From an optimization exercise on the open Yosys and OpenROAD flow, aimed at small area, a short achievable clock period and few clock cycles; shortcuts taken in it are not production practice. In this exercise RTL edits were held to simulation tests only and were not proved equivalent to the original. Power is estimated from default activity; no workload was simulated.

==> v15: inputs <==
==> flow/design.v (excerpt) <==
module hsv_histogram_bhattacharyya
(
    input  wire logic                 clk,
    input  wire logic                 rst_n,
    input  wire logic                 pix_valid,
    output      logic                 pix_ready,
    input  wire logic                 pix_kind,
    input  wire logic [8:0]           pix_hue,
    input  wire logic [7:0]           pix_saturation,
    input  wire logic [7:0]           pix_brightness,
    input  wire logic [6:0]           pix_ref_index,
    input  wire logic [15:0]          pix_ref_fraction,
    input  wire logic                 pix_last_pixel,
    output      logic                 res_valid,
    input  wire logic                 res_ready,
    output      logic [16:0]          res_distance,
    output      logic                 res_empty_region,
    input  wire logic                 cfg_we,
    input  wire logic [CFG_IDX_W-1:0] cfg_index,
    input  wire logic [7:0]           cfg_wdata
);
clock: 12.0 ns
lec_check: 0
cap_margin: 20
cell_pad_in_sites_detail_placement: 2
cell_pad_in_sites_global_placement: 2
core_margin: 2
core_utilization: 40
place_density: 0.55
slew_margin: 20
standard.sh (not shown) runs the stock make flow with config.mk's settings and CLKGATE_MAP_FILE= SYNTH_SCRIPT=/design/flow/synth_recipe.tcl, a recipe that flattens the netlist after the stock synthesis.
==> flow/flow/run.sh <==
#!/bin/bash
set -euo pipefail
export SETUP_SLACK_MARGIN=${SETUP_SLACK_MARGIN:-8}
export TNS_END_PERCENT=${TNS_END_PERCENT:-100}
bash standard.sh > flow_make.log 2>&1
==> v37: changes against v15 <==
Settings changed: CTS_CLUSTER_DIAMETER from default to 80, CTS_CLUSTER_SIZE from default to 24.
==> comparison table <==
| metric | v15 | v37 |
|---|---|---|
| Run status | timing/DRC/antenna clean | timing/DRC/antenna clean |
| Max Clock Skew | 0.146 ns | 0.149 ns |
| Setup slack of the most critical reg-to-reg path | 7.72 ns | 7.75 ns |
| Clock period minus worst slack | 4.28 ns | 4.25 ns |
| Filler instances | 40100 | 40500 |
| Critical path data required time | 12.67 ns | 12.59 ns |
| Clock buffer count in the final layout | 606 | 312 |
| Met3 Track Usage GR | 0.159 | 0.153 |
| TritonCTS Buffers | 456 | 228 |
| Clk cell area share | 0.0734 | 0.0383 |
| Total met3 wirelength after detailed routing | 138 mm | 133 mm |
| Fin Hold WS | 0.335 ns | 0.352 ns |
| Worst setup endpoint | ref_mem[26][9] | cf_reg[8] |
| Clock network power | 14400 uW | 9400 uW |
| Post-DR wirelength/cell | 49.9 um | 50.2 um |
| Fraction of the cycle the final worst path needs | 0.357 | 0.354 |
| Met2 GRT Util | 0.606 | 0.593 |
| GRT Util Overall | 0.414 | 0.406 |
| Routed wl met2 | 392 mm | 384 mm |
| GR Util met1 | 0.530 | 0.523 |
| Capture instance of the worst register-to-register path | ref_mem[26][9] | cf_reg[8] |
Testbench counts of v15, summed over its fixed seeds: cycles 34,028.
Testbench counts of v37, summed over its fixed seeds: cycles 34,028.

==> run a: inputs <==
hsv_histogram_bhattacharyya, a different RTL version from the one above (not shown whole).
==> flow/config.mk <==
export PLATFORM = sky130hd
export DESIGN_NAME = hsv_histogram_bhattacharyya
export DESIGN_NICKNAME = hsv_histogram_bhattacharyya
export VERILOG_FILES = /design/flow/design.v
export SDC_FILE = /design/flow/constraint.sdc
export NUM_CORES = 4
export LEC_CHECK = 0
export CAP_MARGIN = 20
export CELL_PAD_IN_SITES_DETAIL_PLACEMENT = 2
export CELL_PAD_IN_SITES_GLOBAL_PLACEMENT = 2
export CORE_MARGIN = 2
export CORE_UTILIZATION = 40
export PLACE_DENSITY = 0.55
export SLEW_MARGIN = 20
==> flow/constraint.sdc <==
create_clock -name core_clock -period 12.0 [get_ports {clk}]
set_input_delay 2.4000 -clock core_clock [delete_from_list [all_inputs] [get_ports {clk}]]
set_output_delay 2.4000 -clock core_clock [all_outputs]
set_load 0.01 [all_outputs]
==> flow/flow/run.sh <==
#!/bin/bash
set -euo pipefail
export SETUP_SLACK_MARGIN=${SETUP_SLACK_MARGIN:-8}
export TNS_END_PERCENT=${TNS_END_PERCENT:-20}
bash standard.sh > flow_make.log 2>&1
==> run b (differences from run a) <==
--- a/flow/design.v
+++ b/flow/design.v
@@ -125,17 +125,14 @@
     localparam logic [1:0] J_IDLE  = 2'd0;
     localparam logic [1:0] J_READ  = 2'd1;
     localparam logic [1:0] J_DRAIN = 2'd2;
     localparam logic [1:0] J_EMIT  = 2'd3;
     localparam int DG = 16 / K;      
     localparam int NG = 11;          
     localparam int GS = 10;
-    localparam int LO_W = 13;        
-    localparam int HI_W = 4;         
-    localparam int NT   = 8;         
     logic [7:0] sth_reg, vth_reg;
     logic       busy_reg;
     logic       rdy_reg;
     logic       acc;
     logic       s1_v;
     logic       s1_kind, s1_last, s1_grey;
     logic [9:1] s1_ht, s1_st, s1_vt;
@@ -153,46 +150,33 @@
         .sat_t   (in_st),
         .bri_t   (in_vt),
         .grey    (in_grey)
     );
     assign rdy_reg   = !busy_reg;
     assign acc       = pix_valid && rdy_reg;
     assign pix_ready = rdy_reg;
-    logic [LO_W-1:0]  cnt_mem [NB];   
+    logic [REF_W-1:0] cnt_mem [NB];   
     logic [REF_W-1:0] ref_mem [NB];
     logic [NB-1:0]    nz_reg;         
     logic [CNT_W-1:0] npix_reg;
     logic [NB-1:0] bin2_oh;
     logic          pw2;              
     logic          cl2;              
     logic          same2;
     logic [NB-1:0] sel;
     logic [NB-1:0] ref_we;
-    logic [LO_W-1:0]  c_rd;
+    logic [REF_W-1:0] c_rd;
     logic [REF_W-1:0] r_rd;
     logic          s2_pw, s2_fwd, s2_close, s2_grey;
     logic [9:1]    s2_ht, s2_st, s2_vt;
-    logic [LO_W-1:0]  s2_c;
-    logic [LO_W-1:0]  inc_last;
-    logic             c_cy;           
-    logic [7:0]       tag3;           
-    logic             s3_cy;
-    logic [7:0]       s3_tag;
+    logic [REF_W-1:0] s2_c;
+    logic [REF_W-1:0] inc_last;
     logic [NB-1:0] bin3_oh;
     logic [NB-1:0] cnt_we;
-    logic [LO_W-1:0]  c_inc;
-    logic [NT-1:0]    ov_v;
-    logic [7:0]       ov_tag [NT];
-    logic [HI_W-1:0]  ov_hi  [NT];
-    logic [$clog2(NT)-1:0] ov_ptr;
-    logic [NT-1:0]    ov_hit;
-    logic             ov_clr;
-    logic [7:0]       ftag_reg;       
-    logic [7:0]       ftag;
-    logic [HI_W-1:0]  f_hi;
+    logic [REF_W-1:0] c_inc;
     logic [1:0]       jst_reg;
     logic [1:0]       jst_next;
     logic             fpend_reg;
     logic             fpend_next;
     logic [CNT_W-1:0] nf_reg;
     logic [CNT_W+1:0] nf3_reg;
     logic [SUM_W-1:0] sum_reg;
@@ -206,15 +190,15 @@
     logic             f_load;
     logic             nz_none;
     logic [K-1:0]     ph_reg;         
     logic             pl;             
     logic             vf_reg;
     logic             rz_reg;
     logic             vf_eff;
-    logic [CNT_W-1:0] cf_reg;
+    logic [REF_W-1:0] cf_reg;
     logic [REF_W-1:0] rf_reg;
     logic             vm_reg;
     logic [CNT_W-1:0] cm_reg;
     logic [REF_W-1:0] rm_reg;
     logic [CNT_W-1:0] am_reg;
     logic [REF_W-1:0] lm_reg;
     logic [CNT_W+DG-1:0] mt;
@@ -265,58 +249,46 @@
     assign bin2_oh = bin_onehot(s1_ht, s1_st, s1_vt, s1_grey);
     assign pw2     = s1_v && !s1_kind && !npix_reg[CNT_W-1];
     assign cl2     = s1_v && s1_last;
     assign same2   = s2_pw && (s1_grey == s2_grey)
                      && (s1_grey ? (s1_vt == s2_vt) : (s1_ht == s2_ht && s1_st == s2_st));
     always_comb
     begin
-        logic [LO_W-1:0]  gc [NG];
+        logic [REF_W-1:0] gc [NG];
         logic [REF_W-1:0] gr [NG];
         for (int i = 0; i < NB; i++)
         begin
             sel[i]    = (pw2 && bin2_oh[i] && nz_reg[i]) || fsel_reg[i];
             ref_we[i] = s1_v && s1_kind && (s1_idx == 7'(i));
         end
         for (int j = 0; j < NG; j++)
         begin
             gc[j] = '0;
             gr[j] = '0;
             for (int k = 0; k < GS; k++)
             begin
-                gc[j] = gc[j] | (cnt_mem[GS * j + k] & {LO_W{sel[GS * j + k]}});
+                gc[j] = gc[j] | (cnt_mem[GS * j + k] & {REF_W{sel[GS * j + k]}});
                 gr[j] = gr[j] | (ref_mem[GS * j + k] & {REF_W{fsel_reg[GS * j + k]}});
             end
         end
         c_rd = '0;
         r_rd = '0;
         for (int j = 0; j < NG; j++)
         begin
             c_rd = c_rd | gc[j];
             r_rd = r_rd | gr[j];
         end
     end
     assign bin3_oh = bin_onehot(s2_ht, s2_st, s2_vt, s2_grey);
     always_comb
     begin
-        logic [LO_W-1:0] inc_a, inc_b;
-        logic [3:0]      hi3, si3, vi3;
-        inc_a = s2_c + LO_W'(1);
-        inc_b = inc_last + LO_W'(1);
-        c_inc = (inc_a & {LO_W{!s2_fwd}}) | (inc_b & {LO_W{s2_fwd}});
-        c_cy  = s2_fwd ? (&inc_last) : (&s2_c);
-        hi3 = '0;
-        si3 = '0;
-        vi3 = '0;
-        for (int k = 1; k < 10; k++)
-        begin
-            hi3 = hi3 + 4'(s2_ht[k]);
-            si3 = si3 + 4'(s2_st[k]);
-            vi3 = vi3 + 4'(s2_vt[k]);
-        end
-        tag3 = s2_grey ? {4'd10, vi3} : {si3, hi3};
+        logic [REF_W-1:0] inc_a, inc_b;
+        inc_a = s2_c + REF_W'(1);
+        inc_b = inc_last + REF_W'(1);
+        c_inc = (inc_a & {REF_W{!s2_fwd}}) | (inc_b & {REF_W{s2_fwd}});
         for (int i = 0; i < NB; i++)
             cnt_we[i] = s2_pw && bin3_oh[i];
     end
     always_ff @(posedge clk)
     begin
         for (int i = 0; i < NB; i++)
         begin
@@ -353,101 +325,50 @@
             for (int k = 0; k < GS; k++)
             begin
                 ff[GS * j + k] = gfirst[j] && nz_reg[GS * j + k] && !seen;
                 seen = seen || nz_reg[GS * j + k];
             end
         end
         nz_none = !gseen;
-        ftag = '0;
-        for (int j = 0; j < NG; j++)
-            for (int k = 0; k < GS; k++)
-                if (ff[GS * j + k])
-                    ftag = ftag | {4'(j), 4'(k)};
     end
     assign pl     = ph_reg[K-1];
     assign vf_eff = vf_reg && !rz_reg;
     assign f_load = fsv_reg && (!vf_eff || pl);
     assign adv    = (jst_reg == J_READ) && (!fsv_reg || f_load);
     always_ff @(posedge clk or negedge rst_n)
     begin
         if (!rst_n)
         begin
             fsel_reg <= '0;
-            ftag_reg <= '0;
             fsv_reg  <= 1'b0;
         end
         else if (adv)
         begin
             fsel_reg <= ff;
-            ftag_reg <= ftag;
             fsv_reg  <= !nz_none;
         end
     end
     always_ff @(posedge clk)
         if (f_load)
         begin
-            cf_reg <= {f_hi, c_rd};
+            cf_reg <= c_rd;
             rf_reg <= r_rd;
             rz_reg <= (r_rd == '0);
         end
     always_comb
-        for (int e = 0; e < NT; e++)
-            ov_hit[e] = ov_v[e] && (ov_tag[e] == s3_tag);
-    assign ov_clr = (jst_reg == J_READ) && (jst_next == J_DRAIN);
-    always_ff @(posedge clk or negedge rst_n)
-    begin
-        if (!rst_n)
-        begin
-            ov_v   <= '0;
-            ov_ptr <= '0;
-            s3_cy  <= 1'b0;
-        end
-        else
-        begin
-            s3_cy <= s2_pw && c_cy;
-            if (ov_clr)
-            begin
-                ov_v   <= '0;
-                ov_ptr <= '0;
-            end
-            else if (s3_cy && !(|ov_hit))
-            begin
-                ov_v[ov_ptr] <= 1'b1;
-                ov_ptr       <= ov_ptr + 1'b1;
-            end
-        end
-    end
-    always_ff @(posedge clk)
-    begin
-        s3_tag <= tag3;
-        for (int e = 0; e < NT; e++)
-            if (s3_cy && (ov_hit[e] || (!(|ov_hit) && ov_ptr == ($clog2(NT))'(e))))
-            begin
-                ov_tag[e] <= s3_tag;
-                ov_hi[e]  <= ov_hit[e] ? ov_hi[e] + 1'b1 : HI_W'(1);
-            end
-    end
-    always_comb
-    begin
-        f_hi = '0;
-        for (int e = 0; e < NT; e++)
-            if (ov_v[e] && ov_tag[e] == ftag_reg)
-                f_hi = f_hi | ov_hi[e];
-    end
-    always_comb
     begin
         mt      = (CNT_W+DG)'(am_reg) + (CNT_W+DG)'(cm_reg) * (CNT_W+DG)'(rm_reg[DG-1:0]);
         am_next = CNT_W'(mt >> DG);
         lm_next = {mt[DG-1:0], lm_reg[REF_W-1:DG]};
     end
     always_ff @(posedge clk)
     begin
         if (pl)
         begin
-            cm_reg <= cf_reg;
+            cm_reg <= {cf_reg == '0, cf_reg};
             rm_reg <= rf_reg;
             am_reg <= '0;
         end
         else
         begin
             rm_reg <= rm_reg >> DG;
             am_reg <= am_next;
==> run c (differences from run a) <==
--- a/flow/design.v
+++ b/flow/design.v
@@ -135,14 +135,15 @@
     logic [7:0] sth_reg, vth_reg;
     logic       busy_reg;
     logic       rdy_reg;
     logic       acc;
     logic       s1_v;
     logic       s1_kind, s1_last, s1_grey;
     logic [9:1] s1_ht, s1_st, s1_vt;
+    logic [NB-1:0] s1_oh;           
     logic [6:0] s1_idx;
     logic [REF_W-1:0] s1_frac;
     logic [9:1] in_ht, in_st, in_vt;
     logic       in_grey;
     hsvb_binpick u_pick (
         .hue     (pix_hue),
         .sat     (pix_saturation),
@@ -258,15 +259,15 @@
         for (int a = 0; a < 10; a++)
             for (int b = 0; b < 10; b++)
                 oh[a * 10 + b] = s_oh[a] && h_oh[b] && !grey;
         for (int b = 0; b < 10; b++)
             oh[100 + b] = v_oh[b] && grey;
         bin_onehot = oh;
     endfunction
-    assign bin2_oh = bin_onehot(s1_ht, s1_st, s1_vt, s1_grey);
+    assign bin2_oh = s1_oh;
     assign pw2     = s1_v && !s1_kind && !npix_reg[CNT_W-1];
     assign cl2     = s1_v && s1_last;
     assign same2   = s2_pw && (s1_grey == s2_grey)
                      && (s1_grey ? (s1_vt == s2_vt) : (s1_ht == s2_ht && s1_st == s2_st));
     always_comb
     begin
         logic [LO_W-1:0]  gc [NG];
@@ -648,14 +649,15 @@
     begin
         s1_kind <= pix_kind;
         s1_last <= pix_last_pixel;
         s1_ht   <= in_ht;
         s1_st   <= in_st;
         s1_vt   <= in_vt;
         s1_grey <= in_grey;
+        s1_oh   <= bin_onehot(in_ht, in_st, in_vt, in_grey);
         s1_idx  <= pix_ref_index;
         s1_frac <= pix_ref_fraction;
         if (emit)
         begin
             out_empty_reg <= ej_reg;
             out_dist_reg  <= (ej_reg || sum_reg >= SUM_W'(65536)) ? '0
                              : DIST_W'(SUM_W'(65536) - sum_reg);
==> comparison table <==
quantity                                                                         run a                    run c                    run b
Maximum vdd drop                                                              0.336 mV                 0.178 mV                 0.163 mV
Start point of the critical path                                          fsel_reg[61]                     s1_v                  s1_kind
Detailed router's first-iteration violation count                                23800                    23100                    20400
Met2 Wirelength                                                              378000 µm                388000 µm                395000 µm
CORE AREA                                                                    0.417 mm²                0.424 mm²                0.427 mm²
Die outline area                                                             0.425 mm²                0.431 mm²                0.433 mm²
Delay of the slowest cell on the worst path                                    1000 ps                   990 ps                  1070 ps
Stages on worst setup path                                                           8                        7                       13
Via density per instance                                                          7.13                     7.03                     6.98
Clock power frac                                                                 28.9%                    29.1%                    30.0%
Fraction of registers with async set or reset after synthesis                    7.12%                    6.94%                    6.31%
Run status                                                     complete, no violations  complete, no violations  complete, no violations
Post-synthesis instance area                                                 0.168 mm²                0.170 mm²                0.171 mm²
Global-route wire length before repair                                      1180000 µm               1200000 µm               1170000 µm
Count of antenna diodes in the layout                                              106                       82                       72
Routed metal-1 wire length                                                   329000 µm                334000 µm                323000 µm
Post-synthesis net count                                                         11900                    12100                    11500
Number of cells on the worst reg-to-reg path                                         8                        7                       13
Final instance area                                                          0.196 mm²                0.201 mm²                0.202 mm²
Hold wc startpoint                                                          lm_reg[10]               lm_reg[11]                lm_reg[9]
Testbench counts of run a, summed over its fixed seeds: cycles 34,028.
Testbench counts of run b, summed over its fixed seeds: cycles 34,028.
Testbench counts of run c, summed over its fixed seeds: cycles 34,028.

[afterwards: timing with drivers on the ports]
The results above use ideal ports. As a check the final layouts listed here were re-extracted and re-timed, cells and wires unchanged.
Step 1, drivers: a clkbuf_16 drives clk and a buf_2 each remaining input, both assumed.
Step 2, shift: input delay + t, output delay - t, t = (earliest + latest rising clock arrival at the registers) / 2. This alone moves slack from input paths to output paths.
Slacks: no drivers / after step 1 / after step 2; pairs: no drivers / after step 1.
run	shift t [ns]	setup WS [ns]	hold slack, ns	slew at the worst register clock pin (ns)
v15	1.137	7.722 / 7.722 / 7.063	0.335 / 0.335 / 0.335	0.08 / 0.08
v37	1.131	7.748 / 7.748 / 7.028	0.352 / 0.352 / 0.352	0.12 / 0.12
run a	1.157	7.509 / 7.509 / 7.160	0.353 / 0.353 / 0.353	0.07 / 0.07
run b	1.159	7.288 / 7.288 / 7.288	0.279 / 0.279 / 0.279	0.07 / 0.07
run c	1.142	7.652 / 7.652 / 6.823	0.322 / 0.322 / 0.322	0.08 / 0.08
After both steps every run listed still meets setup and hold. For run c, which loses most, drivers alone change the setup slack by 0.000 ns; drivers and shift together by -0.829 ns.
